From an optimization exercise on the open Yosys and OpenROAD flow, aimed at small area, a short achievable clock period and few clock cycles per item; shortcuts taken in it are not production practice. The RTL was checked by simulation tests, not by an equivalence proof against the original design. Power and IR drop assume default switching activity.

## config.mk

```make
export PLATFORM = sky130hd
export DESIGN_NAME = handle_list_table_unit
export DESIGN_NICKNAME = handle_list_table_unit
export VERILOG_FILES = /design/flow/design.v
export SDC_FILE = /design/flow/constraint.sdc
export NUM_CORES = 4
export LEC_CHECK = 0
export CAP_MARGIN = 20
export CORE_MARGIN = 2
export CORE_UTILIZATION = 55
export CTS_CLUSTER_DIAMETER = 80
export CTS_CLUSTER_SIZE = 30
export SETUP_SLACK_MARGIN = 4.2
export SLEW_MARGIN = 20
```

## constraint.sdc

```tcl
create_clock -name core_clock -period 7.0 [get_ports {clk}]
set_input_delay 1.4000 -clock core_clock [delete_from_list [all_inputs] [get_ports {clk}]]
set_output_delay 1.4000 -clock core_clock [all_outputs]
set_load 0.01 [all_outputs]
```

## design.v

```verilog
package hlt_pkg;
  localparam int CAPACITY    = 64;
  localparam int HANDLE_BITS = 32;
  localparam int IN_HANDLE_W = 32;
  localparam int POS_W       = 6;
  localparam int COUNT_W     = 7;
  localparam int KEY_W = (HANDLE_BITS < IN_HANDLE_W) ? HANDLE_BITS : IN_HANDLE_W;
  localparam int IDX_W = $clog2(CAPACITY);
  localparam int CNT_W = $clog2(CAPACITY + 1);
  typedef logic [1:0]       action_t;
  typedef logic [1:0]       status_t;
  typedef logic [KEY_W-1:0] key_t;
  typedef logic [IDX_W-1:0] idx_t;
  typedef logic [CNT_W-1:0] cnt_t;
  localparam action_t ACT_ADD    = 2'd0;
  localparam action_t ACT_REMOVE = 2'd1;
  localparam action_t ACT_LOOKUP = 2'd2;
  localparam action_t ACT_CLEAR  = 2'd3;
  localparam status_t ST_OK      = 2'd0;
  localparam status_t ST_FULL    = 2'd1;
  localparam status_t ST_MISSING = 2'd2;
endpackage
module handle_list_table_unit
(
  input  logic                   clk,
  input  logic                   rst_n,
  input  logic                   in_valid,
  output logic                   in_ready,
  input  logic [1:0]             in_action,
  input  logic [hlt_pkg::IN_HANDLE_W-1:0] in_handle,
  output logic                   out_valid,
  input  logic                   out_ready,
  output logic [1:0]             out_status,
  output logic                   out_found,
  output logic [hlt_pkg::POS_W-1:0]       out_position,
  output logic [hlt_pkg::COUNT_W-1:0]     out_entry_count
);
  localparam int N  = hlt_pkg::CAPACITY;
  localparam int KW = hlt_pkg::KEY_W;
  localparam int PW = hlt_pkg::POS_W;
  localparam int GW = 8;                                           
  localparam int NG = N / GW;
  localparam int RW = 2 + 1 + PW + hlt_pkg::COUNT_W;               
  localparam int QD = 6;                                           
  logic [N-1:0][KW-1:0] mem;
  logic [N-1:0]         vld;       
  hlt_pkg::cnt_t        fill_r;    
  logic [NG-2:0][PW-1:0] gabove;   
  logic                 c_v;
  hlt_pkg::action_t     c_act;
  hlt_pkg::key_t        c_key;
  logic                 s_v;
  logic                 s_add, s_rem, s_lkp, s_clr;    
  hlt_pkg::key_t        s_key;
  logic [N-1:0]         s_raw;     
  logic                 s_eq;      
  logic [N-1:0]         prv_sh;    
  logic                 p1_v, p2_v;
  logic [RW-1:0]        p1_res, p2_res;    
  logic [PW-1:0]        p1_base, p2_base;  
  logic [GW-1:0]        p1_ingrp;          
  logic [3:0]           p2_cnt;            
  logic [QD-1:0]          q_v;     
  logic [QD-1:0][RW-1:0]  q_d;
  logic                   rdy_r;
  logic [2:0]             busy;    
  logic in_fire;
  assign in_ready = rdy_r;
  assign in_fire  = in_valid && rdy_r;
  always_ff @(posedge clk) begin
    c_act <= in_action;
    c_key <= in_handle[KW-1:0];
    s_key <= c_key;
    s_eq  <= (c_key == s_key);
  end
  logic         s_srch;
  logic [N-1:0] m, suf, first, sh, allv;
  logic         found, full;
  hlt_pkg::cnt_t fill_nxt;
  logic [N-1:0] vld_nxt;
  hlt_pkg::status_t st;
  assign s_srch = s_rem | s_lkp;
  logic [N-1:0] al0, al1, al2, al3, al4, al5;
  assign al0 = {vld[N-2:0], 1'b1};
  assign al1 = al0 & {al0[N-2:0], 1'b1};
  assign al2 = al1 & {al1[N-3:0], 2'b11};
  assign al3 = al2 & {al2[N-5:0], 4'hf};
  assign al4 = al3 & {al3[N-9:0], 8'hff};
  assign al5 = al4 & {al4[N-17:0], 16'hffff};
  assign allv = al5 & {al5[N-33:0], 32'hffff_ffff};
  assign full = fill_r[hlt_pkg::CNT_W-1];
  for (genvar j = 0; j < N; j++) begin : g_slot
    logic          dn_raw;
    logic [KW-1:0] dn;
    if (j == 0) begin : g_bot
      assign dn_raw = s_eq;
      assign dn     = s_key;
    end else begin : g_up
      assign dn_raw = s_raw[j-1];
      assign dn     = mem[j-1];
    end
    assign m[j]  = vld[j] & (prv_sh[j] ? dn_raw : s_raw[j]);
    assign sh[j] = s_add & ~full & allv[j];
    always_ff @(posedge clk) begin
      if (sh[j]) mem[j] <= dn;
      s_raw[j] <= (mem[j] == c_key);
    end
  end
  logic [N-1:0] sl0, sl1, sl2, sl3, sl4, sl5;
  assign sl0 = m;
  assign sl1 = sl0 | {1'b0,  sl0[N-1:1]};
  assign sl2 = sl1 | {2'b0,  sl1[N-1:2]};
  assign sl3 = sl2 | {4'b0,  sl2[N-1:4]};
  assign sl4 = sl3 | {8'b0,  sl3[N-1:8]};
  assign sl5 = sl4 | {16'b0, sl4[N-1:16]};
  assign suf = sl5 | {32'b0, sl5[N-1:32]};
  assign first = m & ~{1'b0, suf[N-1:1]};
  assign found = suf[0];
  always_comb begin
    vld_nxt  = vld;
    fill_nxt = fill_r;
    st       = hlt_pkg::ST_OK;
    if (s_add) begin
      if (full) st = hlt_pkg::ST_FULL;
      else begin
        vld_nxt  = vld | allv;
        fill_nxt = fill_r + hlt_pkg::CNT_W'(1);
      end
    end
    if (s_srch && !found) st = hlt_pkg::ST_MISSING;
    if (s_rem && found) begin
      vld_nxt  = vld & ~first;
      fill_nxt = fill_r - hlt_pkg::CNT_W'(1);
    end
    if (s_clr) begin
      vld_nxt  = '0;
      fill_nxt = '0;
    end
  end
  logic [NG-1:0]         ghit;       
  logic [PW-1:0]         base;
  logic [GW-1:0]         ingrp;
  logic [NG-2:0][PW-1:0] gabove_nxt;
  always_comb begin
    for (int g = 0; g < NG - 1; g++) ghit[g] = s_srch & suf[g*GW] & ~suf[(g+1)*GW];
    ghit[NG-1] = s_srch & suf[(NG-1)*GW];
    base  = '0;
    ingrp = '0;
    for (int g = 0; g < NG; g++) begin
      if (g < NG - 1) base = base | ({PW{ghit[g]}} & gabove[g % (NG - 1)]);
      ingrp = ingrp | ({GW{ghit[g]}} & vld[g*GW +: GW] & ~suf[g*GW +: GW]);
    end
    for (int g = 0; g < NG - 1; g++) begin
      logic [PW-1:0] inc, dec;
      for (int b = 0; b < PW; b++) begin
        logic lo_ones, lo_zeros;
        lo_ones  = 1'b1;
        lo_zeros = 1'b1;
        for (int k = 0; k < b; k++) begin
          lo_ones  = lo_ones  &  gabove[g][k];
          lo_zeros = lo_zeros & ~gabove[g][k];
        end
        inc[b] = gabove[g][b] ^ lo_ones;
        dec[b] = gabove[g][b] ^ lo_zeros;
      end
      gabove_nxt[g] = gabove[g];
      if (s_add && !full && allv[(g+1)*GW]) gabove_nxt[g] = inc;
      if (s_rem && suf[(g+1)*GW])           gabove_nxt[g] = dec;
      if (s_clr)                            gabove_nxt[g] = '0;
    end
  end
  always_ff @(posedge clk) begin
    prv_sh   <= sh;
    p1_res   <= {st, s_srch & found, PW'(0), hlt_pkg::COUNT_W'(fill_nxt)};
    p1_base  <= base;
    p1_ingrp <= ingrp;
  end
  always_ff @(posedge clk) begin
    logic [1:0] c0, c1, c2, c3;
    c0 = 2'(p1_ingrp[0]) + 2'(p1_ingrp[1]);
    c1 = 2'(p1_ingrp[2]) + 2'(p1_ingrp[3]);
    c2 = 2'(p1_ingrp[4]) + 2'(p1_ingrp[5]);
    c3 = 2'(p1_ingrp[6]) + 2'(p1_ingrp[7]);
    p2_cnt  <= (4'(c0) + 4'(c1)) + (4'(c2) + 4'(c3));
    p2_base <= p1_base;
    p2_res  <= p1_res;
  end
  logic [RW-1:0] res;
  always_comb begin
    res = p2_res;
    res[hlt_pkg::COUNT_W +: PW] = p2_base + PW'(p2_cnt);    
  end
  logic               pop;
  logic [QD-1:0]      g_v, q_v_nxt, tgt;
  logic [QD-1:0][RW-1:0] g_d, q_d_nxt;
  logic [2:0]         busy_nxt;
  logic               rdy_nxt;
  assign pop = q_v[0] & out_ready;
  always_comb begin
    g_v = pop ? {1'b0, q_v[QD-1:1]} : q_v;
    for (int j = 0; j < QD; j++) begin
      g_d[j] = (pop && j < QD - 1) ? q_d[(j + 1) % QD] : q_d[j];
      tgt[j] = p2_v & ~g_v[j] & ((j == 0) ? 1'b1 : g_v[(j + QD - 1) % QD]);
      q_d_nxt[j] = tgt[j] ? res : g_d[j];
    end
    q_v_nxt = g_v | tgt;
    busy_nxt = busy + 3'(in_fire) - 3'(pop);
    rdy_nxt  = (busy_nxt < 3'(QD));
  end
  always_ff @(posedge clk) begin
    q_d <= q_d_nxt;
  end
  always_ff @(posedge clk) begin
    if (!rst_n) begin
      c_v    <= 1'b0;
      s_v    <= 1'b0;
      s_add  <= 1'b0;
      s_rem  <= 1'b0;
      s_lkp  <= 1'b0;
      s_clr  <= 1'b0;
      p1_v   <= 1'b0;
      p2_v   <= 1'b0;
      busy   <= '0;
      gabove <= '0;
      vld    <= '0;
      fill_r <= '0;
      q_v    <= '0;
      rdy_r  <= 1'b1;
    end else begin
      c_v    <= in_fire;
      s_v    <= c_v;
      s_add  <= c_v && (c_act == hlt_pkg::ACT_ADD);
      s_rem  <= c_v && (c_act == hlt_pkg::ACT_REMOVE);
      s_lkp  <= c_v && (c_act == hlt_pkg::ACT_LOOKUP);
      s_clr  <= c_v && (c_act == hlt_pkg::ACT_CLEAR);
      p1_v   <= s_v;
      p2_v   <= p1_v;
      busy   <= busy_nxt;
      gabove <= gabove_nxt;
      vld    <= vld_nxt;
      fill_r <= fill_nxt;
      q_v    <= q_v_nxt;
      rdy_r  <= rdy_nxt;
    end
  end
  assign out_valid       = q_v[0];
  assign {out_status, out_found, out_position, out_entry_count} = q_d[0];
endmodule
```

## run.sh

```bash
#!/bin/bash
# synth_recipe.tcl (not shown) runs the flow's synth.tcl, then flattens the netlist and writes it again
# the make line also repeats each setting of config.mk as NAME=value (left out here)
make -C /OpenROAD-flow-scripts/flow DESIGN_CONFIG=/design/flow/config.mk WORK_HOME=/design/flow/orfs CLKGATE_MAP_FILE= SYNTH_SCRIPT=/design/flow/synth_recipe.tcl finish
```

==> results of run 1 <==
## cell usage after synthesis, types with 8 or more instances
library cell,count,share of area
sky130_fd_sc_hd__mux2_2,106,0.011
sky130_fd_sc_hd__a21o_1,9,0.00065
sky130_fd_sc_hd__clkbuf_1,215,0.0078
sky130_fd_sc_hd__o21ai_0,65,0.0031
sky130_fd_sc_hd__a21oi_1,83,0.0040
sky130_fd_sc_hd__edfxtp_1,2144,0.62
sky130_fd_sc_hd__or2_2,25,0.0015
sky130_fd_sc_hd__buf_1,84,0.0030
sky130_fd_sc_hd__nor3b_1,8,0.00058
sky130_fd_sc_hd__and2_1,35,0.0021
sky130_fd_sc_hd__dfxtp_1,370,0.071
sky130_fd_sc_hd__nand2_1,265,0.0096
sky130_fd_sc_hd__or4_1,14,0.0010
sky130_fd_sc_hd__and3_1,57,0.0034
sky130_fd_sc_hd__ha_1,11,0.0013
sky130_fd_sc_hd__inv_1,59,0.0021
sky130_fd_sc_hd__buf_2,15,0.00072
sky130_fd_sc_hd__or3_1,14,0.00084
sky130_fd_sc_hd__a22oi_1,37,0.0027
sky130_fd_sc_hd__nor4_1,546,0.033
sky130_fd_sc_hd__nor3_1,62,0.0030
sky130_fd_sc_hd__and4_1,25,0.0021
sky130_fd_sc_hd__xor2_1,2091,0.18
sky130_fd_sc_hd__nand4_1,199,0.012
sky130_fd_sc_hd__o41ai_1,15,0.0013
sky130_fd_sc_hd__a31oi_1,9,0.00054
sky130_fd_sc_hd__nor2_1,133,0.0048
sky130_fd_sc_hd__mux2i_1,33,0.0032
sky130_fd_sc_hd__a222oi_1,16,0.0015
sky130_fd_sc_hd__o31ai_1,21,0.0015
sky130_fd_sc_hd__nand3_1,80,0.0039
## through the flow
stage / cell area [sq um] / total power [W] / instances
after floorplan: 104000 / 0.0171 / 6967
after global placement: 108000 / 0.0175 / 9326
after detailed placement: 108000 / 0.0175 / 9326
after CTS: 115000 / 0.0269 / 9715
after global routing: 117000 / 0.0275 / 9826
final: 117000 / 0.0268 / 9832
## power breakdown
group          internal (W)  switching (W)  total (W)
sequential           0.0160       0.000169     0.0162
combinational      0.000363       0.000653    0.00102
clock               0.00436        0.00523    0.00959
## metal layers
layer	global-route usage	wire, microns
met5	0	10
met4	0.0795	9060
met3	0.0451	23500
met2	0.469	136000
met1	0.462	135000
## kinds of logic (layout without fill, tap and decap cells)
kind of cell,after synthesis,count (layout),synth area share
flip-flops,2514,2514,0.691
XOR/XNOR,2098,2098,0.177
AND/OR/NAND/NOR,1500,1524,0.0807
buffers and inverters,377,717,0.0139
AO/OA/AOI/OAI,319,319,0.0207
multiplexers,141,141,0.0149
adder cells (fa/ha/maj),17,17,0.00248
other,1,7,0.0000361
## area by class of cell
cell class	instances	area share
multi-input combinational	4100	0.279
clock buffer	153	0.0312
tap	2495	0.0266
clock inverter	92	0.00996
inverter	60	0.00207
timing repair inverter	1	0.0000426
sequential	2514	0.613
timing repair buffer	411	0.0382
antenna	6	0.000128
## final timing paths
| kind | from | end | slack (ps) | cells after the start |
|---|---|---|---|---|
| setup / recovery | prv_sh[57]$_DFF_P_ | vld[28]$_SDFFE_PP0P_ | 3990 | 11 |
| hold / removal | p1_res[2]$_DFF_P_ | p2_res[2]$_DFF_P_ | 350 | 0 |
| setup reg to reg | prv_sh[57]$_DFF_P_ | vld[28]$_SDFFE_PP0P_ | 3990 | 11 |
| hold reg to reg | p1_res[2]$_DFF_P_ | p2_res[2]$_DFF_P_ | 350 | 0 |
## sequential cells by signal, summed over array words and instances, names as in the netlist, 2 cells and up
name / flops
p2_cnt: 4
p1_res: 10
mem: 2048
vld: 64
c_key: 32
p1_base: 6
p1_ingrp: 8
p2_res: 10
q_d: 96
s_key: 32
s_raw: 64
c_act: 2
q_v: 6
gabove: 42
busy: 3
prv_sh: 64
p2_base: 6
fill_r: 7
## critical path, cell delays in order, from the launching register on
cell                       delay [ps]
sky130_fd_sc_hd__dfxtp_2          330
sky130_fd_sc_hd__mux2_4           310
sky130_fd_sc_hd__a222oi_1         380
sky130_fd_sc_hd__buf_4            200
sky130_fd_sc_hd__nand4_1          180
sky130_fd_sc_hd__buf_6            220
sky130_fd_sc_hd__nor3_4           250
sky130_fd_sc_hd__a31oi_4          210
sky130_fd_sc_hd__buf_12           190
sky130_fd_sc_hd__buf_6            110
sky130_fd_sc_hd__or4_4            480
sky130_fd_sc_hd__o21ai_2           70
## repair_timing
| item | in CTS | in global routing |
|---|---|---|
| gates resized for setup | 349 | 262 |
| cloned | 27 | 27 |
| buffers inserted | 117 | 84 |
| hold buffers | 0 | 0 |
| pin swaps | 80 | 113 |
| setup endpoints to repair | 1944 | 1200 |
==> run notes, run 1 <==
- The run finished with no timing, DRC or antenna violations.
- The arrival time at the worst endpoint is 3770 ps.
- Of the cells placed in the final design, the portion with a size suffix greater than 1 is 0.154.
- In this run the core area contains ~160 standard-cell rows.
- When the netlist entered floorplanning its net count stood at approximately 7000.
- The total die area is 193000 sq um.
- The average instance in the mapped netlist occupies 14.9 sq um.
- From left edge to right edge, the die measures 439 microns.
- Setup slack closes at 3990 ps.
- The class of the most critical setup path is reg2reg.
- The initial cell density of the core is 0.554.
- Before antenna repair, the detailed router went through 17 iterations.
- IR analysis of the VDD net gives a maximum drop of between 0.2 and 0.25 mV.
- Static timing analysis puts the maximum clock frequency at about 330 MHz.
- Global routing finished with a remaining overflow of 0.
- The clock latency at the later pin of the worst-skew pair is roughly 840 ps.
- The post-detailed-routing wire length is ~300000 microns.
- After detailed routing, the number of remaining DRC violations is 0.
- The number of nets in the layout is roughly 7300.
- The worst setup slack after placement is around 2100 ps.
- At the pin with the least slew margin, the transition time is between 1000 and 1500 ps.
- The most used flip-flop cell after synthesis is sky130_fd_sc_hd__edfxtp_1.
- The floorplan die height is between 400 and 500 microns.
- The last weighted congestion value of the routability-driven placer is between 0.9 and 1.
- The count of antenna-violating nets left after detailed routing is 0.
- Setup repair after global routing could not meet its margin everywhere.
- The max-cap check violation count is 0.
- TritonCTS built the clock tree.
- After clock tree synthesis, the clock-pin slew on the worst setup and hold paths is roughly 110 ps.
- After synthesis the netlist holds a flip-flop and latch count of 2514.
- The top cell types in the final layout, fill and taps aside, are sky130_fd_sc_hd__edfxtp_1, sky130_fd_sc_hd__xor2_1, sky130_fd_sc_hd__nor4_1, sky130_fd_sc_hd__dfxtp_1, sky130_fd_sc_hd__nand2_1.
- The post-synthesis cell type count is 78.
- The number of pins exceeding their max-slew limit in the final report came to 0.
- The number of port buffers is between 50 and 60.
- The global routing usage summed across all routing layers is 0.307.
- The HPWL reported at the end of detailed placement is between 150000 and 200000 microns.
- The area of the mapped netlist is approximately 100000 sq um.
- Of all nets on the critical path, the largest fanout is 4.
- The relative max-transition margin is 0.281.
- The routed design could run at a clock period as short as 3010 ps.
- The summed negative setup slack over all endpoints is 0 ps.
- The area inside the core boundary is 188000 sq um.
- The area growth from synthesis to layout is 13.0%.
- The count of endpoints failing hold in the final timing report is 0.
- For this run, asynchronously set or reset flops after synthesis account for 0.
- In this run the power density over the cells is approximately 230 nW/um^2.
- The wire length per cell after detailed routing is between 30 and 40 microns.
- The leakage power is about 38 nW.
- The number of sinks driven by the clock tree is approximately 2500.
- The via count is approximately 60000.
- The final design utilization is 0.625.
- The first global-routing pass estimated 423000 microns of wire.
- The most frequent standard cell in the layout excluding fill and tap cells is sky130_fd_sc_hd__edfxtp_1.
- The yosys synthesis warning count is 1.
- The area used by multi-input combinational logic is about 33000 sq um.
- The number of enable flip-flop cells after synthesis is about 2100.
- Counting every instance in the synthesized netlist gives 6967.
- The number of buffers created by CTS is roughly 140.
- The final number of setup-violating endpoints is 0.
- The kind of path behind the tightest hold check is reg2reg.
- The post-route fraction of the period consumed by the critical path is 0.430.
- For the final database, setup skew stands at around 37 ps.
- For this run, the register share of the synthesized area comes to 0.691.
- The master cell of the clock root buffer is sky130_fd_sc_hd__clkbuf_16.
- In this run, the number of DRC markers left after iteration 0 of detailed routing was 7798.
- Registers take ~72000 sq um.
- The detail-routed via count per cell is 6.09.
- The via count of the first global-routing pass is about 58000.
- The I/O pin count is 56.
- The endpoint class of the critical path is a flop.
- The largest net degree at the start of global routing is 62.
- The layout has about 14000 filler cells.
- The number of buffers on the longest clock path is 3.
- The H-tree depth reported by CTS is 4.
- The worst setup path is launched from a flop.
- The data required time of the critical path is around 7800 ps.
- The initial antenna violation count is 18.
- The worst hold slack across all endpoints is ~350 ps.
Testbench counts, summed over its fixed seeds: cycles 12,040, items 12,000.
==> inputs of run 2 (changes only) <==
--- a/config.mk
+++ b/config.mk
@@ -8,7 +8,7 @@
 export CAP_MARGIN = 20
 export CORE_MARGIN = 2
-export CORE_UTILIZATION = 55
+export CORE_UTILIZATION = 65
 export CTS_CLUSTER_DIAMETER = 80
 export CTS_CLUSTER_SIZE = 30
-export SETUP_SLACK_MARGIN = 4.2
+export SETUP_SLACK_MARGIN = 4.0
 export SLEW_MARGIN = 20
==> run notes, run 2 <==
- The flow ran to the end and the layout has no timing, DRC or antenna violations.
- The wire length per cell after detailed routing came to 30.1 microns (-2.5%).
- The final-layout fill cell count was 10218 (-27%).
- The initial cell density of the core is 0.656 (+0.102).
- The critical path starts at c_key[2]$_DFF_P_.
- The standard-cell row count is 146 (-8.2%).
- The area inside the core boundary is 159000 sq um (-16%).
- By area the synthesized netlist is led by sky130_fd_sc_hd__edfxtp_1, sky130_fd_sc_hd__xor2_1, sky130_fd_sc_hd__dfxtp_1.
- The commonest cells after synthesis are sky130_fd_sc_hd__edfxtp_1, sky130_fd_sc_hd__xor2_1, sky130_fd_sc_hd__nor4_1, sky130_fd_sc_hd__dfxtp_1, sky130_fd_sc_hd__nand2_1.
- The largest total area in the synthesized netlist belongs to sky130_fd_sc_hd__edfxtp_1.
- The final critical-path required period is 3000 ps (-10.7 ps).
- The most common cell in the synthesized netlist is sky130_fd_sc_hd__edfxtp_1.
- The final total power is 0.0257 W (-4.1%).
- The final instance count without filler cells is 9257 (-5.8%).
- The slew at the pin closest to its max-slew limit is 999 ps (-79.2 ps).
- The power per cell area is 226 nW/um^2 (-0.91%).
- The final number of setup-violating endpoints is 0 (unchanged).
- The dominant register cell in the synthesized netlist is sky130_fd_sc_hd__edfxtp_1.
- The post-route fraction of the period consumed by the critical path is 0.428 (-0.00152).
- The capturing instance or port of the critical path is s_raw[58]$_DFF_P_.
- The number of buffers created by CTS is 115 (-15%).
- The peak fanout along the critical path is 23 (+19).
- The proportion of synthesized area in mux cells is 0.0149 (unchanged).
- The slowest stage of the critical path belongs to the cell sky130_fd_sc_hd__dfxtp_4.
- The HPWL reported at the end of detailed placement is 186000 microns (-5.9%).
- The yosys synthesis warning count is 1 (unchanged).
- The synthesized area per cell is 14.9 sq um (unchanged).
- The width of the die is 404 microns (-7.9%).
- The placed instance count is 8890 (-4.7%).
- The clock skew after layout is 48.8 ps (+11.6 ps).
- The relative max-transition margin is 0.331 (+0.0504).
- The number of sinks driven by the clock tree is 2514 (unchanged).
- The library cell used most frequently in the layout, excluding fill and tap cells, is sky130_fd_sc_hd__edfxtp_1.
- The final design utilization was 0.717 (+0.0914).
- The class of the most critical setup path is reg2reg.
- The number of flip-flops under the largest register name is 2048 (unchanged).
- The arrival time at the worst endpoint was 3620 ps (-150 ps).
- The global routing usage summed across all routing layers is 0.338 (+0.0310).
- The number of iterations in the first detailed-routing pass is 8 (-9).
- The via count came to 59738 (-0.25%).
- The final global-route overflow total is 0 (unchanged).
- TritonCTS built the clock tree.
- The number of enable flip-flop cells after synthesis is 2144 (unchanged).
- The post-CTS clock slew at the launch and capture registers of the worst setup and hold paths is 100 ps (about the same).
- The area share of the largest cell type after synthesis was 0.619 (unchanged).
- The detail-routed via count per cell was 6.45 (+6.0%).
- The sequential element share of the synthesized area is 0.691 (unchanged).
- The H-tree depth reported by CTS was 3 (-1).
- The delay of the slowest critical-path stage came to 810 ps (+330 ps).
- Compared with the post-synthesis result, the final layout area differs by 9.31%.
- The largest net degree at the start of global routing came to 70 (+13%).
- The sequential cell area is 72000 sq um (about the same).
- The via count of the first global-routing pass came to 57641 (-0.23%).
- The top cell types in the final layout, fill and taps aside, are sky130_fd_sc_hd__edfxtp_1, sky130_fd_sc_hd__xor2_1, sky130_fd_sc_hd__nor4_1, sky130_fd_sc_hd__dfxtp_1, sky130_fd_sc_hd__nand2_1.
- The number of port buffers is 55 (unchanged).
- The area share of fa/ha/maj cells after synthesis came to 0.00248 (unchanged).
- The count of antenna-violating nets left after detailed routing is 0 (unchanged).
- The area used by multi-input combinational logic is 31700 sq um (-3.1%).
- The synthesized netlist net count came to 7022 (unchanged).
- The count of endpoints failing hold in the final timing report was 0 (unchanged).
- The I/O pin count is 56 (unchanged).
- The initial antenna violation count is 12 (-6).
- The post-detailed-routing wire length was 279000 microns (-8.2%).
- The number of pins exceeding their max-slew limit in the final report came to 0 (unchanged).
- The register with the most flip-flops in the final layout is mem.
- The fraction of final layout cells with drive strength greater than 1 is 0.108 (-0.0451).
- Setup repair after global routing could not meet its margin everywhere.
- The register-to-register path setup slack is 4000 ps (about the same).
- The data required time of the critical path was 7630 ps (-130 ps).
- The DRC violation count after routing was 0 (unchanged).
- In this run the critical register-to-register path is captured at s_raw[58]$_DFF_P_.
- The worst setup path is launched from a flop.
- The simple-gate share of the synthesized area is 0.0807 (unchanged).
- The peak supply drop is 0.295 mV (+31%).
- The main combinational cell family by area after synthesis is XOR/XNOR gates.
- The count of cells along the worst register-to-register path is 5 (-6).
- The count of cells along the worst hold path is 0 (unchanged).
- The max-cap check violation count is 0 (unchanged).
- The violation count after the first detailed-route iteration is 7761 (-0.47%).
- The highest achievable clock rate is 334 MHz (+0.36%).
- The area of the mapped netlist was 104000 sq um (unchanged).
- The total of flip-flops plus latches after synthesis came to 2514 (unchanged).
- The number of nets in the layout is 7134 (-2.0%).
- The leakage power is 36.4 nW (-3.8%).
- The floorplan die height was 404 microns (-7.9%).
- The share of flip-flops with an asynchronous set or reset is 0 (unchanged).
- The xor/xnor cell area share of the yosys netlist is 0.177 (unchanged).
- Traced cell by cell, the critical path runs through buf_4, xor2_1, nor4_1, nand4_1, nor2_1.
- The reg-to-reg startpoint is c_key[2]$_DFF_P_.
- The synthesized instance count is 6967 (unchanged).
- The total die area is 163000 sq um (-15%).
- The clock latency at the later pin of the worst-skew pair is 810 ps (-30 ps).
- The master cell of the clock root buffer is sky130_fd_sc_hd__clkbuf_16.
- The post-synthesis cell type count is 78 (unchanged).
- The summed negative setup slack over all endpoints is 0 ps (unchanged).
- The synthesized-area fraction occupied by ao, oa, aoi and oai cells is 0.0207 (unchanged).
- The last weighted congestion value of the routability-driven placer is 0.993 (+4.9%).
- The endpoint class of the critical path is a flop.
- The largest registers in the layout are mem: 2048 flops, q_d: 96 flops.
- The number of buffers on the longest clock path came to 3 (unchanged).
- The global-route wire length before repair is 398000 microns (-6.0%).
- The kind of path behind the tightest hold check is reg2reg.
[run 2: metal layers]
metal / share of wire / GRT usage / vias to the layer above
met5: 0.00018 / 0 / -
met4: 0.031 / 0.0902 / 8
met3: 0.10 / 0.0635 / 485
met2: 0.45 / 0.523 / 3245
met1: 0.41 / 0.496 / 30219
li1: - / - / 25781
[run 2: area by class of cell]
class / count / area share
antenna: 4 / 0.0000881
clock buffer: 152 / 0.0285
clock inverter: 67 / 0.00729
inverter: 60 / 0.00208
multi-input combinational: 4094 / 0.279
sequential: 2514 / 0.633
tap: 2072 / 0.0228
timing repair buffer: 291 / 0.0269
timing repair inverter: 3 / 0.000154
[run 2: logic make-up (layout without fill, tap and decap cells)]
logic type,after synthesis,count (layout)
xor+xnor,2098,2098
compound gates,319,319
mux,141,141
other cells,1,5
simple gates,1500,1518
flops,2514,2514
buf+inv,377,573
fa+ha+maj,17,17
[run 2: timing repair]
item                                     CTS  global route
gates cloned                              23             6
setup buffers                             71            44
endpoints found under the setup margin  1817          1048
pin swaps                                 39            20
hold buffers                               0             0
gates resized for setup                  150            84
hold endpoints to repair                   0             0
[run 2: where the power goes]
part | internal, W | leakage, nW | switching, W
Clock | 0.00360 | 1.97 | 0.00491
Sequential | 0.0160 | 20.6 | 0.000169
Combinational | 0.000352 | 13.9 | 0.000637
Total | 0.0200 | 36.4 | 0.00572
[run 2: critical path: cells and delay by family, from the launching register on]
kind | cells | cell delay (ps)
and+or+nand+nor | 3 | 1120
DFF | 1 | 810
buffers and inverters | 1 | 620
xor gates and xnor gates | 1 | 160
[run 2: worst min-delay path by stage]
| stage | slack, ps | from | endpoint |
|---|---|---|---|
| after floorplan | 310 | p1_base[0]$_DFF_P_ | p2_base[0]$_DFF_P_ |
| after global routing | 360 | p1_base[0]$_DFF_P_ | p2_base[0]$_DFF_P_ |
| final | 360 | p1_base[2]$_DFF_P_ | p2_base[2]$_DFF_P_ |
| after detailed placement | 340 | p1_base[5]$_DFF_P_ | p2_base[5]$_DFF_P_ |
| after CTS | 360 | p1_base[5]$_DFF_P_ | p2_base[5]$_DFF_P_ |
| after global placement | 360 | p1_base[2]$_DFF_P_ | p2_base[2]$_DFF_P_ |
[run 2: stage by stage]
step | setup WS [ps] | area (sq um) | hold WS [ps]
finish | 4000 | 114000 | 358
global route | 3920 | 114000 | 356
CTS | 3850 | 113000 | 360
detailed placement | 2350 | 107000 | 342
global placement | 2470 | 107000 | 355
floorplan | 2930 | 104000 | 310
==> inputs of run 3 (changes only) <==
--- a/config.mk
+++ b/config.mk
@@ -8,5 +8,5 @@
 export CAP_MARGIN = 20
 export CORE_MARGIN = 2
-export CORE_UTILIZATION = 65
+export CORE_UTILIZATION = 70
 export CTS_CLUSTER_DIAMETER = 80
 export CTS_CLUSTER_SIZE = 30
==> run notes, run 3 <==
- The summed negative setup slack over all endpoints was 0 ps (unchanged).
- The number of nets in the layout is 7171 (+0.52%).
- The post-route fraction of the period consumed by the critical path is 0.433 (+0.00489).
- The peak supply drop is 0.238 mV (-19%).
- The area inside the core boundary is 148000 sq um (-6.9%).
- The relative max-transition margin came to 0.240 (-0.0917).
- The largest total area in the synthesized netlist belongs to sky130_fd_sc_hd__edfxtp_1.
- The post-detailed-routing wire length was 285000 microns (+2.2%).
- The global-route wire length before repair is 402000 microns (+1.1%).
- The area of the mapped netlist is 104000 sq um (unchanged).
- The DRC violation count after routing is 0 (unchanged).
- The yosys synthesis warning count is 1 (unchanged).
- The H-tree depth reported by CTS is 3 (unchanged).
- The count of cells along the worst register-to-register path is 12 (+7).
- The dominant register cell in the synthesized netlist is sky130_fd_sc_hd__edfxtp_1.
- The clock latency at the later pin of the worst-skew pair is 810 ps (about the same).
- The share of flip-flops with an asynchronous set or reset is 0 (unchanged).
- By area the synthesized netlist is led by sky130_fd_sc_hd__edfxtp_1, sky130_fd_sc_hd__xor2_1, sky130_fd_sc_hd__dfxtp_1.
- The power per cell area is 222 nW/um^2 (-1.6%).
- The most common cell in the synthesized netlist is sky130_fd_sc_hd__edfxtp_1.
- The final critical-path required period is 3030 ps (+34.2 ps).
- The area of placed instances came to 107000 sq um (-0.22%).
- The area share of the largest cell type after synthesis was 0.619 (unchanged).
- The total of flip-flops plus latches after synthesis is 2514 (unchanged).
- Ranked by instance count, the synthesized netlist is headed by sky130_fd_sc_hd__edfxtp_1, sky130_fd_sc_hd__xor2_1, sky130_fd_sc_hd__nor4_1, sky130_fd_sc_hd__dfxtp_1, sky130_fd_sc_hd__nand2_1.
- The initial antenna violation count is 16 (+4).
- The post-CTS clock slew at the launch and capture registers of the worst setup and hold paths is 120 ps (+20 ps).
- The reg-to-reg critical path endpoint is vld[63]$_SDFFE_PP0P_.
- The register-to-register path setup slack came to 3970 ps (-30 ps).
- The flow ran to the end and the layout has no timing, DRC or antenna violations.
- The final instance count without filler cells is 9142 (-1.2%).
- The synthesized netlist net count is 7022 (unchanged).
- The number of buffers created by CTS is 110 (-4.3%).
- The standard-cell row count is 141 (-3.4%).
- The most frequent standard cell in the layout excluding fill and tap cells is sky130_fd_sc_hd__edfxtp_1.
- CTS placed an instance of sky130_fd_sc_hd__clkbuf_16 at the clock tree root.
- The area growth from synthesis to layout is 9.53%.
- The TritonCTS clock tree is done.
- The final-layout fill cell count is 8480 (-17%).
- The data required time of the critical path is 7720 ps (+90 ps).
- The initial cell density of the core is 0.704 (+0.0484).
- The register with the highest flop count is mem.
- The final total power came to 0.0253 W (-1.4%).
- Leaving out fill and tap cells, the most frequent cells in the layout are sky130_fd_sc_hd__edfxtp_1, sky130_fd_sc_hd__xor2_1, sky130_fd_sc_hd__nor4_1, sky130_fd_sc_hd__dfxtp_1, sky130_fd_sc_hd__nand2_1.
- The worst setup path is captured at a flop.
- The post-route cell area was 114000 sq um (+0.21%).
- The number of flip-flops under the largest register name is 2048 (unchanged).
- The HPWL reported at the end of detailed placement is 188000 microns (+1.0%).
- The total die area is 152000 sq um (-7.1%).
- The signal on the critical path passes through mux2_4, a222oi_1, buf_4, and4_4, nand3_4, buf_12, o31ai_4, buf_12, buf_12, clkbuf_16, nand2_1, a21oi_1.
- The count of hold buffers inserted by post-cts repair was 0 (unchanged).
- Setup repair after global routing could not meet its margin everywhere.
- The count of endpoints failing hold in the final timing report was 0 (unchanged).
- The max-cap check violation count is 0 (unchanged).
- The arrival time at the worst endpoint is 3750 ps (+130 ps).
- In this run the critical register-to-register path is launched from prv_sh[53]$_DFF_P_.
- The placed instance count is 8762 (-1.4%).
- The I/O pin count is 56 (unchanged).
- The total buffers and inverters traversed by the critical path is 5 (+4).
- The end of the worst hold path is p2_base[2]$_DFF_P_.
- The number of buffers on the longest clock path is 3 (unchanged).
- The final number of setup-violating endpoints was 0 (unchanged).
- The highest achievable clock rate was 330 MHz (-1.1%).
- The via count of the first global-routing pass is 58710 (+1.9%).
- The width of the die came to 389 microns (-3.6%).
- The worst hold slack across all endpoints is 336 ps (-22.0 ps).
- The fraction of final layout cells with drive strength greater than 1 was 0.116 (+0.00750).
- The count of cells along the worst hold path is 0 (unchanged).
- The last weighted congestion value of the routability-driven placer is 0.996 (+0.35%).
- The synthesized instance count was 6967 (unchanged).
- The path class of the tightest hold or removal check is reg2reg.
- The sequential element share of the synthesized area is 0.691 (unchanged).
- The global routing usage summed across all routing layers was 0.367 (+0.0295).
- The count of antenna-violating nets left after detailed routing is 0 (unchanged).
- The cell at the slowest stage of the critical path is sky130_fd_sc_hd__dfxtp_1.
- The number of pins exceeding their max-slew limit in the final report is 0 (unchanged).
- The wire length per cell after detailed routing is 31.2 microns (+3.5%).
- The peak fanout along the critical path is 11 (-52%).
- The clock skew after layout is 41.6 ps (-7.25 ps).
- The number of iterations in the first detailed-routing pass is 8 (unchanged).
- The worst setup path is launched from a flop.
- The final global-route overflow total was 0 (unchanged).
- The critical path's top delay family is buffers and inverters.
- The number of enable flip-flop cells after synthesis is 2144 (unchanged).
- The leakage power is 36.6 nW (+0.49%).
- The delay of the slowest critical-path stage is 350 ps (-460 ps).
- The via count is 61253 (+2.5%).
- The violation count after the first detailed-route iteration is 8474 (+9.2%).
- The startpoint of the worst hold path is p1_base[2]$_DFF_P_.
- The floorplan die height came to 389 microns (-3.6%).
- The slew at the pin closest to its max-slew limit came to 1140 ps (+137 ps).
- The largest net degree at the start of global routing was 55 (-21%).
- The number of sinks driven by the clock tree is 2514 (unchanged).
- The class of the most critical setup path is reg2reg.
- The detail-routed via count per cell is 6.70 (+3.8%).
- The synthesized area per cell is 14.9 sq um (unchanged).
- The number of port buffers is 55 (unchanged).
- The post-synthesis cell type count was 78 (unchanged).
- The cell that appears most often on the critical path is sky130_fd_sc_hd__buf_12.
- In the final layout, the registers with the most flip-flops are mem: 2048 flops, q_d: 96 flops.
## run 3: cell counts after synthesis
No cell type changed its count.
## run 3: how the worst max path moves through the flow
stage	startpoint	slack, ps	to	depth (start not counted)
floorplan	vld[3]$_SDFFE_PP0P_	2930	mem[544]$_DFFE_PP_	7
global placement	prv_sh[63]$_DFF_P_	2440	p1_res[1]$_DFF_P_	10
detailed placement	prv_sh[63]$_DFF_P_	2310	p1_res[1]$_DFF_P_	10
CTS	out_ready	3850	q_d[18]$_DFFE_PP_	6
global route	prv_sh[47]$_DFF_P_	3880	vld[63]$_SDFFE_PP0P_	11
finish	prv_sh[53]$_DFF_P_	3970	vld[63]$_SDFFE_PP0P_	12
## run 3: stage by stage
stage               setup slack (ps)  utilization
global placement                2440        0.726
global route                    3880        0.771
finish                          3970        0.771
CTS                             3850        0.760
floorplan                       2930            -
detailed placement              2310        0.726
## run 3: cell type report
cell class	instances	area [sq um]	share of cell area
Multi-Input combinational cell	4099	32000	0.281
Tap cell	1930	2410	0.0212
Sequential cell	2514	72000	0.632
Clock buffer	144	2990	0.0262
Antenna cell	4	10.0	0.0000879
Timing Repair inverter	1	5.00	0.0000440
Clock inverter	60	746	0.00655
Inverter	60	239	0.00210
Timing Repair Buffer	330	3490	0.0306
## run 3: cells by family (layout without fill, tap and decap cells)
kind of cell,count (synthesis),count (layout),synth area share
AOI/OAI and AO/OA,319,319,0.0207
xor gates and xnor gates,2098,2098,0.177
adders and majority gates,17,17,0.00248
buffers and inverters,377,595,0.0139
DFF,2514,2514,0.691
muxes,141,141,0.0149
other,1,5,0.0000361
and+or+nand+nor,1500,1523,0.0807
## run 3: timing repair
action                                  4_1_cts  5_1_grt
gates cloned                                 23       25
endpoints found under the setup margin     1839     1278
pin swaps                                    37       59
buffers inserted                             61       63
gates resized for setup                     163      177
## run 3: power breakdown
group | switching, W | internal, W | total [W]
Clock | 0.00487 | 0.00327 | 0.00813
Combinational | 0.000660 | 0.000347 | 0.00101
Sequential | 0.000162 | 0.0160 | 0.0162
## run 3: routing by layer
layer / global-route usage / vias to the layer above / routed length [microns]
li1: - / 25854 / -
met1: 0.524 / 30672 / 109000
met2: 0.577 / 4007 / 132000
met3: 0.0623 / 704 / 31500
met4: 0.135 / 16 / 12900
met5: 0 / - / 96
## run 3: worst reg2reg max path: stages, from the launching register on
cell and delay (ps):
sky130_fd_sc_hd__dfxtp_1 350, sky130_fd_sc_hd__mux2_4 320, sky130_fd_sc_hd__a222oi_1 350, sky130_fd_sc_hd__buf_4 220
sky130_fd_sc_hd__and4_4 350, sky130_fd_sc_hd__nand3_4 110, sky130_fd_sc_hd__buf_12 160, sky130_fd_sc_hd__o31ai_4 340
sky130_fd_sc_hd__buf_12 200, sky130_fd_sc_hd__buf_12 150, sky130_fd_sc_hd__clkbuf_16 180, sky130_fd_sc_hd__nand2_1 80
sky130_fd_sc_hd__a21oi_1 160
==> inputs of run 4 (changes only) <==
--- a/design.v
+++ b/design.v
@@ -50,4 +50,5 @@
   hlt_pkg::action_t     c_act;
   hlt_pkg::key_t        c_key;
+  hlt_pkg::key_t        c_keyn;    
   logic                 s_v;
   logic                 s_add, s_rem, s_lkp, s_clr;    
@@ -64,5 +65,5 @@
   logic [QD-1:0][RW-1:0]  q_d;
   logic                   rdy_r;
-  logic [2:0]             busy;    
+  logic [QD-1:0]          busy;    
   logic in_fire;
   assign in_ready = rdy_r;
@@ -70,5 +71,6 @@
   always_ff @(posedge clk) begin
     c_act <= in_action;
-    c_key <= in_handle[KW-1:0];
+    c_key  <= in_handle[KW-1:0];
+    c_keyn <= ~in_handle[KW-1:0];
     s_key <= c_key;
     s_eq  <= (c_key == s_key);
@@ -104,5 +106,6 @@
     always_ff @(posedge clk) begin
       if (sh[j]) mem[j] <= dn;
-      s_raw[j] <= (mem[j] == c_key);
+      if (j < N / 2) s_raw[j] <= (mem[j] == c_key);
+      else           s_raw[j] <= (mem[j] == ~c_keyn);
     end
   end
@@ -194,5 +197,5 @@
   logic [QD-1:0]      g_v, q_v_nxt, tgt;
   logic [QD-1:0][RW-1:0] g_d, q_d_nxt;
-  logic [2:0]         busy_nxt;
+  logic [QD-1:0]      busy_nxt;
   logic               rdy_nxt;
   assign pop = q_v[0] & out_ready;
@@ -205,6 +208,14 @@
     end
     q_v_nxt = g_v | tgt;
-    busy_nxt = busy + 3'(in_fire) - 3'(pop);
-    rdy_nxt  = (busy_nxt < 3'(QD));
+    busy_nxt = busy;
+    rdy_nxt  = ~busy[QD-1];
+    if (in_fire && !pop) begin
+      busy_nxt = {busy[QD-2:0], 1'b1};
+      rdy_nxt  = ~busy[QD-2];
+    end
+    if (pop && !in_fire) begin
+      busy_nxt = {1'b0, busy[QD-1:1]};
+      rdy_nxt  = 1'b1;
+    end
   end
   always_ff @(posedge clk) begin
--- a/config.mk
+++ b/config.mk
@@ -8,5 +8,5 @@
 export CAP_MARGIN = 20
 export CORE_MARGIN = 2
-export CORE_UTILIZATION = 70
+export CORE_UTILIZATION = 65
 export CTS_CLUSTER_DIAMETER = 80
 export CTS_CLUSTER_SIZE = 30
==> run notes, run 4 <==
- The clock skew after layout is 47.9 ps (+6.37 ps).
- In the layout the commonest cells are sky130_fd_sc_hd__edfxtp_1, sky130_fd_sc_hd__xor2_1, sky130_fd_sc_hd__xnor2_1, sky130_fd_sc_hd__nor4_1, sky130_fd_sc_hd__dfxtp_1.
- The number of port buffers is 55 (unchanged).
- The number of nets in the layout is 7193 (+0.31%).
- The post-route fraction of the period consumed by the critical path is 0.484 (+0.0512).
- The dominant register cell in the synthesized netlist is sky130_fd_sc_hd__edfxtp_1.
- The DRC violation count after routing is 0 (unchanged).
- The synthesized instance count was 6943 (-0.34%).
- By area the synthesized netlist is led by sky130_fd_sc_hd__edfxtp_1, sky130_fd_sc_hd__xor2_1, sky130_fd_sc_hd__xnor2_1.
- The wire length per cell after detailed routing is 30.4 microns (-2.4%).
- The clock latency at the later pin of the worst-skew pair is 810 ps (about the same).
- The xor/xnor cell area share of the yosys netlist is 0.179 (+0.00244).
- The global routing usage summed across all routing layers was 0.344 (-0.0234).
- The final global-route overflow total is 0 (unchanged).
- The post-CTS clock slew at the launch and capture registers of the worst setup and hold paths was 110 ps (about the same).
- The share of flip-flops with an asynchronous set or reset was 0 (unchanged).
- The yosys synthesis warning count is 1 (unchanged).
- STA classifies the critical path startpoint as a flop.
- The worst hold path belongs to the class reg2reg.
- The data required time of the critical path is 7690 ps (-30 ps).
- The violation count after the first detailed-route iteration is 7179 (-15%).
- The area of the mapped netlist is 104000 sq um (about the same).
- The via count of the first global-routing pass came to 57271 (-2.5%).
- The worst hold slack across all endpoints is 328 ps (-8.03 ps).
- The final-layout fill cell count is 10097 (+19%).
- The power per cell area is 226 nW/um^2 (+1.6%).
- The sequential element share of the synthesized area is 0.697 (+0.00606).
- Among all cell types in the netlist, the one instantiated most often is sky130_fd_sc_hd__edfxtp_1.
- The register with the highest flop count is mem.
- Setup repair after global routing could not meet its margin everywhere.
- The synthesized-area fraction occupied by ao, oa, aoi and oai cells is 0.0180 (-0.00264).
- The fraction of final layout cells with drive strength greater than 1 is 0.133 (+0.0168).
- The final total power came to 0.0261 W (+3.2%).
- The count of antenna-violating nets left after detailed routing is 0 (unchanged).
- The delay of the slowest critical-path stage is 550 ps (+200 ps).
- The final design utilization was 0.728 (-0.0427).
- The peak fanout along the critical path came to 8 (-3).
- The final instance count without filler cells is 9321 (+2.0%).
- The number of pins exceeding their max-slew limit in the final report was 0 (unchanged).
- The number of buffers on the longest clock path is 3 (unchanged).
- The kind of cell with the highest combined delay along the critical path is compound AO/OA/AOI/OAI gates.
- The floorplan die height is 404 microns (+3.8%).
- The last weighted congestion value of the routability-driven placer was 0.931 (-6.5%).
- The global-route wire length before repair is 403000 microns (about the same).
- The max-cap check violation count is 0 (unchanged).
- The area used by multi-input combinational logic was 31700 sq um (-0.95%).
- The detail-routed via count per cell is 6.35 (-5.2%).
- The total die area was 163000 sq um (+7.7%).
- The via count came to 59177 (-3.4%).
- The signal on the critical path passes through mux2_4, a222oi_1, buf_4, nand4_1, buf_4, or3_4, buf_12, buf_4, buf_6, o41a_4, nand4_1, a22oi_2, nor2_1.
- The simple-gate share of the synthesized area is 0.0753 (-0.00545).
- The H-tree depth reported by CTS was 3 (unchanged).
- The flow ran to the end and the layout has no timing, DRC or antenna violations.
- The summed negative setup slack over all endpoints came to 0 ps (unchanged).
- The library cell used most frequently in the layout, excluding fill and tap cells, is sky130_fd_sc_hd__edfxtp_1.
- After synthesis, the largest family of logic cells by area is XOR/XNOR gates.
- The final critical-path required period came to 3390 ps (+359 ps).
- The placed instance count is 8856 (+1.1%).
- The initial cell density of the core is 0.656 (-0.0485).
- The area share of the largest cell type after synthesis was 0.619 (about the same).
- The I/O pin count is 56 (unchanged).
- The TritonCTS clock tree is done.
- The total of flip-flops plus latches after synthesis is 2549 (+1.4%).
- The area inside the core boundary was 159000 sq um (+7.5%).
- The standard-cell row count came to 146 (+3.5%).
- The post-detailed-routing wire length is 283000 microns (-0.50%).
- The initial antenna violation count is 7 (-9).
- The width of the die is 404 microns (+3.8%).
- The sequential cell area is 72600 sq um (+0.85%).
- STA classifies the critical path endpoint as a flop.
- The final number of setup-violating endpoints is 0 (unchanged).
- The synthesized netlist net count was 6997 (-0.36%).
- The master cell of the clock root buffer is sky130_fd_sc_hd__clkbuf_16.
- The highest achievable clock rate is 295 MHz (-11%).
- The peak supply drop is 0.271 mV (+14%).
- In the synthesized netlist, the cells that appear most often are sky130_fd_sc_hd__edfxtp_1, sky130_fd_sc_hd__xor2_1, sky130_fd_sc_hd__xnor2_1, sky130_fd_sc_hd__nor4_1, sky130_fd_sc_hd__dfxtp_1.
- Counting stages on the worst path, the most repeated cell is sky130_fd_sc_hd__buf_4.
- The synthesized design spends more area on one cell type than any other, namely sky130_fd_sc_hd__edfxtp_1.
- The number of sinks driven by the clock tree is 2549 (+1.4%).
- Among all stages on the critical path, the largest delay is contributed by sky130_fd_sc_hd__o41a_4.
- The area share of fa/ha/maj cells after synthesis is 0.00228 (-0.000195).
- The count of hold buffers inserted by post-cts repair is 0 (unchanged).
- The number of iterations in the first detailed-routing pass is 8 (unchanged).
- The number of enable flip-flop cells after synthesis is 2144 (unchanged).
- The count of endpoints failing hold in the final timing report is 0 (unchanged).
- The relative max-transition margin is 0.239 (about the same).
- The total buffers and inverters traversed by the critical path is 5 (unchanged).
- The synthesized area per cell was 15.0 sq um (+0.44%).
- The number of buffers created by CTS is 118 (+7.3%).
- The post-synthesis cell type count is 80 (+2.6%).
- The area growth from synthesis to layout is 11.1%.
- The slew at the pin closest to its max-slew limit came to 1140 ps (+0.308 ps).
- The arrival time at the worst endpoint came to 4080 ps (+330 ps).
- The HPWL reported at the end of detailed placement is 183000 microns (-2.4%).
- The critical path in this run is classified as reg2reg.
- In the final layout, the registers with the most flip-flops are mem: 2048 flops, q_d: 96 flops.
- The largest net degree at the start of global routing is 65 (+18%).
- The proportion of synthesized area in mux cells is 0.0134 (-0.00153).
- The number of flip-flops under the largest register name is 2048 (unchanged).
- The leakage power is 36.1 nW (-1.4%).
-- run 4: what timing repair did --
action	in CTS	in global routing
setup buffers	131	41
gates cloned	50	13
pin swaps	101	84
gates resized for setup	261	140
setup endpoints to repair	1630	863
-- run 4: report_power, final --
group / internal, W / switching, W / leakage, nW / total, W
logic: 0.000401 / 0.000721 / 13.2 / 0.00112
registers: 0.0162 / 0.000102 / 20.9 / 0.0163
clock network: 0.00356 / 0.00511 / 2.01 / 0.00867
total: 0.0202 / 0.00593 / 36.1 / 0.0261
-- run 4: path summary, 6_finish.rpt --
| check | endpoint | depth (start not counted) | startpoint | slack (ps) |
|---|---|---|---|---|
| max | vld[24]$_SDFFE_PP0P_ | 13 | prv_sh[63]$_DFF_P_ | 3610 |
| min | p2_res[13]$_DFF_P_ | 0 | p1_res[13]$_DFF_P_ | 330 |
| max reg2reg | vld[24]$_SDFFE_PP0P_ | 13 | prv_sh[63]$_DFF_P_ | 3610 |
| min reg2reg | p2_res[13]$_DFF_P_ | 0 | p1_res[13]$_DFF_P_ | 330 |
-- run 4: area by class of cell --
type,count,area share
clock buffers,145,0.0276
repair buffers,371,0.0369
well taps,2072,0.0224
repair inverters,2,0.000130
inverters,81,0.00277
clock inverters,79,0.00815
flip-flops and latches,2549,0.628
diodes,6,0.000130
multi-input cells,4016,0.274
-- run 4: cell families (layout without fill, tap and decap cells) --
kind of cell,after synthesis,count (layout)
DFF,2549,2549
and+or+nand+nor,1432,1462
buffers and inverters,411,678
muxes,126,126
xor gates and xnor gates,2129,2129
adders and majority gates,16,16
AOI/OAI and AO/OA,279,282
other,1,7
-- run 4: layer usage --
metal	part of all wire	vias to the layer above	track usage
met1	0.40	29817	0.494
met2	0.46	3174	0.536
li1	-	25664	-
met5	0.00012	-	0
met3	0.097	516	0.0622
met4	0.040	6	0.117
-- run 4: through the flow --
step / area [sq um] / worst slack [ps]
floorplan: 104000 / 2120
global placement: 107000 / 2230
detailed placement: 107000 / 2160
CTS: 114000 / 3790
global route: 116000 / 3590
finish: 116000 / 3610
Testbench counts of run 4, summed over its fixed seeds: cycles 12,040, items 12,000.
==> inputs of run 5 (changes only) <==
--- a/design.v
+++ b/design.v
@@ -121,23 +121,19 @@
   assign found = suf[0];
   always_comb begin
-    vld_nxt  = vld;
+    if (s_clr)              vld_nxt = '0;
+    else if (s_rem)         vld_nxt = vld & ~first;
+    else if (s_add & ~full) vld_nxt = vld | allv;    
+    else                    vld_nxt = vld;
+  end
+  always_comb begin
     fill_nxt = fill_r;
     st       = hlt_pkg::ST_OK;
     if (s_add) begin
       if (full) st = hlt_pkg::ST_FULL;
-      else begin
-        vld_nxt  = vld | allv;
-        fill_nxt = fill_r + hlt_pkg::CNT_W'(1);
-      end
+      else fill_nxt = fill_r + hlt_pkg::CNT_W'(1);
     end
     if (s_srch && !found) st = hlt_pkg::ST_MISSING;
-    if (s_rem && found) begin
-      vld_nxt  = vld & ~first;
-      fill_nxt = fill_r - hlt_pkg::CNT_W'(1);
-    end
-    if (s_clr) begin
-      vld_nxt  = '0;
-      fill_nxt = '0;
-    end
+    if (s_rem && found) fill_nxt = fill_r - hlt_pkg::CNT_W'(1);
+    if (s_clr) fill_nxt = '0;
   end
   logic [NG-1:0]         ghit;       
==> run notes, run 5 <==
- The number of port buffers is 55 (unchanged).
- The area of placed instances was 108000 sq um (+0.35%).
- The post-detailed-routing wire length is 273000 microns (-3.7%).
- More flip-flops sit in one register than any other, and that register is mem.
- The via count of the first global-routing pass is 56744 (-0.92%).
- The peak fanout along the critical path came to 33 (+25).
- The register-to-register path setup slack came to 3890 ps (+280 ps).
- The power per cell area is 229 nW/um^2 (+1.3%).
- The cell at the slowest stage of the critical path is sky130_fd_sc_hd__nor2_4.
- The synthesized instance count is 7003 (+0.86%).
- The final number of setup-violating endpoints was 0 (unchanged).
- The simple-gate share of the synthesized area was 0.0766 (+0.00135).
- The post-route fraction of the period consumed by the critical path was 0.444 (-0.0407).
- The slew at the pin closest to its max-slew limit is 1160 ps (+24.4 ps).
- The number of buffers on the longest clock path is 3 (unchanged).
- In the synthesized netlist, the cells that appear most often are sky130_fd_sc_hd__edfxtp_1, sky130_fd_sc_hd__xor2_1, sky130_fd_sc_hd__xnor2_1, sky130_fd_sc_hd__nor4_1, sky130_fd_sc_hd__dfxtp_1.
- The capturing instance or port of the critical path is mem[723]$_DFFE_PP_.
- The post-synthesis cell type count was 74 (-7.5%).
- The final design utilization is 0.711 (-0.0176).
- The data required time of the critical path is 7410 ps (-280 ps).
- The number of buffers created by CTS is 118 (unchanged).
- The global-route wire length before repair was 393000 microns (-2.5%).
- The share of flip-flops with an asynchronous set or reset was 0 (unchanged).
- The proportion of synthesized area in mux cells is 0.0136 (+0.000231).
- The critical path's top delay family is simple AND/OR/NAND/NOR gates.
- The synthesized netlist net count is 7057 (+0.86%).
- STA classifies the critical path endpoint as a flop.
- The final critical-path required period is 3110 ps (-285 ps).
- By area, the combinational part of the netlist is dominated by XOR/XNOR gates.
- The initial antenna violation count came to 7 (unchanged).
- The area inside the core boundary was 160000 sq um (+0.80%).
- The area growth from synthesis to layout is 9.03%.
- The detail-routed via count per cell was 6.30 (-0.83%).
- The run finished with no timing, DRC or antenna violations.
- STA classifies the critical path startpoint as a flop.
- The summed negative setup slack over all endpoints is 0 ps (unchanged).
- The synthesized-area fraction occupied by ao, oa, aoi and oai cells is 0.0179 (-0.000129).
- The post-CTS clock slew at the launch and capture registers of the worst setup and hold paths is 110 ps (about the same).
- The number of pins exceeding their max-slew limit in the final report is 0 (unchanged).
- The total buffers and inverters traversed by the critical path is 1 (-4).
- The synthesized area per cell was 14.9 sq um (-0.61%).
- In this run the critical register-to-register path is captured at mem[723]$_DFFE_PP_.
- The count of antenna-violating nets left after detailed routing is 0 (unchanged).
- Leaving out fill and tap cells, the most frequent cell in the layout is sky130_fd_sc_hd__edfxtp_1.
- The leakage power is 35.1 nW (-2.6%).
- The xor/xnor cell area share of the yosys netlist is 0.179 (-0.000359).
- The yosys synthesis warning count is 1 (unchanged).
- The signal on the critical path passes through nand4_1, or4_4, buf_4, or3_1, nor2_4.
- The number of enable flip-flop cells after synthesis is 2144 (unchanged).
- The delay of the slowest critical-path stage came to 830 ps (+280 ps).
- The placed instance count is 8930 (+0.84%).
- The via count is 58481 (-1.2%).
- By area the synthesized netlist is led by sky130_fd_sc_hd__edfxtp_1, sky130_fd_sc_hd__xor2_1, sky130_fd_sc_hd__xnor2_1.
- The I/O pin count was 56 (unchanged).
- The DRC violation count after routing is 0 (unchanged).
- The area of the mapped netlist is 104000 sq um (+0.25%).
- The floorplan die height is 405 microns (+0.12%).
- The width of the die came to 405 microns (+0.12%).
- The clock skew after layout is 40.4 ps (-7.57 ps).
- The worst register-to-register path begins at vld[13]$_SDFFE_PP0P_.
- The area share of the largest cell type after synthesis is 0.617 (-0.00153).
- The peak supply drop is 0.308 mV (+13%).
- The largest registers in the layout are mem: 2048 flops, q_d: 96 flops.
- The violation count after the first detailed-route iteration was 7004 (-2.4%).
- The number of flip-flops under the largest register name is 2048 (unchanged).
- The initial cell density of the core is 0.652 (-0.00360).
- The number of sinks driven by the clock tree is 2549 (unchanged).
- The origin of the worst setup path is vld[13]$_SDFFE_PP0P_.
- The logic depth of the worst setup path including buffers is 5 (-8).
- The clock latency at the later pin of the worst-skew pair was 800 ps (about the same).
- The HPWL reported at the end of detailed placement came to 184000 microns (+0.30%).
- The global routing usage summed across all routing layers was 0.332 (-0.0119).
- The class of the most critical setup path is reg2reg.
- The highest achievable clock rate is 322 MHz (+9.2%).
- The number of iterations in the first detailed-routing pass was 7 (-1).
- The H-tree depth reported by CTS came to 3 (unchanged).
- TritonCTS built the clock tree.
- The design internal power came to 0.0202 W (-0.19%).
- The wire length per cell after detailed routing is 29.4 microns (-3.4%).
- The relative contribution of combinational cells to total power came to 0.042 (about the same).
- The worst setup slack after placement is 2050 ps (-110 ps).
- For this run, the leading register cell type out of synthesis is sky130_fd_sc_hd__edfxtp_1.
- The count of hold buffers inserted by post-cts repair is 0 (unchanged).
- The relative max-transition margin is 0.223 (-0.0163).
- Setup repair after global routing could not meet its margin everywhere.
- The fraction of final layout cells with drive strength greater than 1 came to 0.112 (-0.0212).
- The total die area is 164000 sq um (+0.24%).
- The total of flip-flops plus latches after synthesis is 2549 (unchanged).
- The clock network fraction of total power is 0.331 (about the same).
- The arrival time at the worst endpoint is 3520 ps (-560 ps).
- The final worst-path setup slack is 3890 ps (+285 ps).
- The last weighted congestion value of the routability-driven placer is 0.930 (about the same).
- The switching part of the total is 0.226 (-0.00107).
- The standard-cell row count is 147 (+0.68%).
- The final-layout fill cell count is 10451 (+3.5%).
- By instance count, the leading cell after synthesis is sky130_fd_sc_hd__edfxtp_1.
- The final instance count without filler cells came to 9288 (-0.35%).
- The final global-route overflow total came to 0 (unchanged).
- In the layout the commonest cells are sky130_fd_sc_hd__edfxtp_1, sky130_fd_sc_hd__xor2_1, sky130_fd_sc_hd__xnor2_1, sky130_fd_sc_hd__nor4_1, sky130_fd_sc_hd__dfxtp_1.
- The largest net degree at the start of global routing came to 55 (-15%).
- The max-cap check violation count was 0 (unchanged).
- The share of power burned in registers is 0.627 (+0.002).
- The cell sitting at the root of the clock tree is a sky130_fd_sc_hd__clkbuf_16.
- The area share of fa/ha/maj cells after synthesis is 0.00228 (-0.00000564).
- The sequential element share of the synthesized area is 0.695 (-0.00172).
- The worst hold path belongs to the class reg2reg.
- The count of cells along the worst register-to-register path is 5 (-8).
- The switching power was 0.00589 W (-0.80%).
- The top cell type by total area after synthesis is sky130_fd_sc_hd__edfxtp_1.
- The count of endpoints failing hold in the final timing report is 0 (unchanged).
- The post-route cell area is 114000 sq um (-1.6%).
- The number of nets in the layout is 7151 (-0.58%).
==> run 5: cell types whose count changed after synthesis, sizes merged, moves of 17 or more <==
cell,previous run,this run
inv,80,107
a31oi,14,32
nor3,41,58
nand2,230,210
nor2,214,243
and3,62,35
==> run 5: worst min path at each step <==
stage                                     to  depth (start not counted)               start  slack [ps]
after global placement     p2_res[3]$_DFF_P_                          0   p1_res[3]$_DFF_P_         310
after floorplan           p2_base[0]$_DFF_P_                          0  p1_base[0]$_DFF_P_         310
after global routing       p2_res[5]$_DFF_P_                          0   p1_res[5]$_DFF_P_         340
after detailed placement   p2_res[3]$_DFF_P_                          0   p1_res[3]$_DFF_P_         310
after CTS                  p2_res[3]$_DFF_P_                          0   p1_res[3]$_DFF_P_         330
final                      p2_res[3]$_DFF_P_                          0   p1_res[3]$_DFF_P_         330
==> run 5: area by class of cell <==
class                           instances  area [sq um]  area share
Clock inverter                         74           913     0.00803
Clock buffer                          150          3210      0.0282
Tap cell                             2086          2610      0.0229
Timing Repair inverter                  6          40.0    0.000352
Sequential cell                      2549         72600       0.639
Antenna cell                            1          2.50   0.0000220
Timing Repair Buffer                  285          2640      0.0232
Inverter                              109           449     0.00395
Multi-Input combinational cell       4028         31200       0.275
==> run 5: per-layer routing <==
metal | wire length [microns] | vias to the layer above | track usage
met1 | 113000 | 29472 | 0.483
li1 | - | 25584 | -
met4 | 9380 | 6 | 0.105
met5 | 49 | - | 0
met3 | 25200 | 507 | 0.0564
met2 | 125000 | 2912 | 0.516
==> run 5: kinds of logic after synthesis <==
logic type | Yosys count
compound gates | 274
mux | 129
xor+xnor | 2130
buf+inv | 439
simple gates | 1465
fa+ha+maj | 16
flops | 2549
other cells | 1
==> run 5: through the flow <==
stage | hold slack, ps | power, W
final | 331 | 0.0260
after global placement | 314 | 0.0177
after global routing | 343 | 0.0267
after CTS | 335 | 0.0261
after floorplan | 310 | 0.0174
after detailed placement | 312 | 0.0178
==> run 5: power groups by stage <==
| stage | combinational, W | sequential [W] | clock, W |
|---|---|---|---|
| 6_report | 0.00110 | 0.0163 | 0.00861 |
| 5_1_grt | 0.00116 | 0.0163 | 0.00920 |
| 4_1_cts | 0.00109 | 0.0163 | 0.00871 |
| 3_5_place_dp | 0.00108 | 0.0167 | 0 |
| 3_3_place_gp | 0.00106 | 0.0167 | 0 |
| 2_1_floorplan | 0.000774 | 0.0166 | 0 |
==> run 5: repair_timing <==
| item | in CTS | in global routing |
|---|---|---|
| endpoints found under the setup margin | 1748 | 603 |
| pin swaps | 45 | 37 |
| cloned | 18 | 5 |
| resized for setup | 136 | 85 |
| setup buffers | 82 | 28 |
Testbench counts of run 5, summed over its fixed seeds: cycles 12,040, items 12,000.
==> inputs of run 6 (changes only) <==
--- a/config.mk
+++ b/config.mk
@@ -8,7 +8,7 @@
 export CAP_MARGIN = 20
 export CORE_MARGIN = 2
-export CORE_UTILIZATION = 65
+export CORE_UTILIZATION = 60
 export CTS_CLUSTER_DIAMETER = 80
 export CTS_CLUSTER_SIZE = 30
-export SETUP_SLACK_MARGIN = 4.0
+export SETUP_SLACK_MARGIN = 4.1
 export SLEW_MARGIN = 20
==> run notes, run 6 <==
- The run finished with no timing, DRC or antenna violations.
- The endpoint class of the critical path is a flop.
- Setup repair after global routing could not meet its margin everywhere.
- The max-cap check violation count came to 0 (unchanged).
- The number of iterations in the first detailed-routing pass is 8 (+1).
- After synthesis, the most frequently instantiated cells are sky130_fd_sc_hd__edfxtp_1, sky130_fd_sc_hd__xor2_1, sky130_fd_sc_hd__xnor2_1, sky130_fd_sc_hd__nor4_1, sky130_fd_sc_hd__dfxtp_1.
- The final critical-path required period is 3200 ps (+95.1 ps).
- The number of flip-flops under the largest register name is 2048 (unchanged).
- The H-tree depth reported by CTS is 3 (unchanged).
- Ranked by flip-flop count, first place goes to mem.
- The data required time of the critical path came to 7660 ps (+250 ps).
- The standard-cell row count was 153 (+4.1%).
- The HPWL reported at the end of detailed placement is 190000 microns (+3.3%).
- The dominant register cell in the synthesized netlist is sky130_fd_sc_hd__edfxtp_1.
- The peak fanout along the critical path was 13 (-61%).
- The most frequent standard cell in the layout excluding fill and tap cells is sky130_fd_sc_hd__edfxtp_1.
- The peak supply drop was 0.208 mV (-32%).
- The startpoint of the worst hold path is p1_res[1]$_DFF_P_.
- The count of endpoints failing hold in the final timing report is 0 (unchanged).
- The slew at the pin closest to its max-slew limit is 1120 ps (-42.8 ps).
- The arrival time at the worst endpoint came to 3860 ps (+340 ps).
- The number of port buffers is 55 (unchanged).
- The area of the mapped netlist is 104000 sq um (unchanged).
- The initial antenna violation count is 4 (-3).
- The sequential element share of the synthesized area is 0.695 (unchanged).
- The area inside the core boundary was 173000 sq um (+8.3%).
- The number of buffers created by CTS is 121 (+2.5%).
- The fraction of final layout cells with drive strength greater than 1 was 0.130 (+0.0182).
- The floorplan die height was 421 microns (+4.0%).
- The largest net degree at the start of global routing is 59 (+7.3%).
- The global routing usage summed across all routing layers came to 0.317 (-0.0147).
- The violation count after the first detailed-route iteration came to 6904 (-1.4%).
- Of all cell types, the one taking the most synthesized area is sky130_fd_sc_hd__edfxtp_1.
- The most repeated cell in the gate-level netlist after synthesis is sky130_fd_sc_hd__edfxtp_1.
## run 6: cell type report
cell class                 instances  area [sq um]  area share
timing repair buffer             347          3460      0.0299
multi-input combinational       4034         31700       0.274
tap                             2325          2910      0.0252
clock buffer                     147          3280      0.0283
clock inverter                    81          1110     0.00958
sequential                      2549         72700       0.629
inverter                         109           463     0.00401
timing repair inverter             5          32.5    0.000281
antenna                            1          2.50   0.0000217
## run 6: final timing paths
check | to | slack [ps] | depth (start not counted)
setup / recovery | p1_ingrp[5]$_DFF_P_ | 3800 | 8
hold / removal | p2_res[1]$_DFF_P_ | 340 | 0
setup reg to reg | p1_ingrp[5]$_DFF_P_ | 3800 | 8
hold reg to reg | p2_res[1]$_DFF_P_ | 340 | 0
## run 6: report_power, final
group	switching, W	total, W	internal [W]
logic	0.000719	0.00113	0.000406
registers	0.000108	0.0163	0.0162
clock network	0.00524	0.00900	0.00376
total	0.00606	0.0265	0.0204
## run 6: cell families after synthesis
group / count (synthesis) / share of synthesized area
flops: 2549 / 0.695
fa+ha+maj: 16 / 0.00228
mux: 129 / 0.0136
other cells: 1 / 0.0000359
buf+inv: 439 / 0.0158
compound gates: 274 / 0.0179
xor+xnor: 2130 / 0.179
simple gates: 1465 / 0.0766
## run 6: per-layer routing
metal | vias to the layer above | global-route usage | wire (microns)
met4 | 2 | 0.0943 | 10200
met2 | 2738 | 0.505 | 133000
met3 | 466 | 0.0538 | 23400
met1 | 29889 | 0.452 | 119000
li1 | 25705 | - | -
met5 | - | 0 | 13
## run 6: critical path, cell delays in order, from the launching register on
cell and delay (ps):
sky130_fd_sc_hd__dfxtp_1 340, sky130_fd_sc_hd__mux2_2 370, sky130_fd_sc_hd__a22oi_2 360, sky130_fd_sc_hd__nand3_2 320
sky130_fd_sc_hd__o211a_2 470, sky130_fd_sc_hd__a32o_1 320, sky130_fd_sc_hd__a31oi_1 430, sky130_fd_sc_hd__o311ai_4 200
sky130_fd_sc_hd__nand4b_1 240
## run 6: through the flow
| step | power, W | hold WS [ps] | area (sq um) | setup WS [ps] |
|---|---|---|---|---|
| CTS | 0.0265 | 338 | 115000 | 3840 |
| global placement | 0.0178 | 312 | 108000 | 1950 |
| finish | 0.0265 | 338 | 116000 | 3800 |
| floorplan | 0.0174 | 310 | 105000 | 2720 |
| detailed placement | 0.0178 | 313 | 108000 | 1980 |
| global route | 0.0271 | 345 | 116000 | 3740 |
## run 6: repair_timing
action                                 4_1_cts  5_1_grt
gates cloned                                27        5
pin swaps                                   64       68
resized for setup                          235      131
hold buffers                                 0        0
endpoints found under the hold margin        0        0
buffers inserted                           114       50
setup endpoints to repair                 1983      739

Check on run 6: ideal ports give 3.799 ns setup slack; a clkbuf_16 on the clock port and buf_2 on the inputs give 3.799 ns; moving port delays by the midpoint clock arrival (0.893 ns) as well gives 3.283 ns.
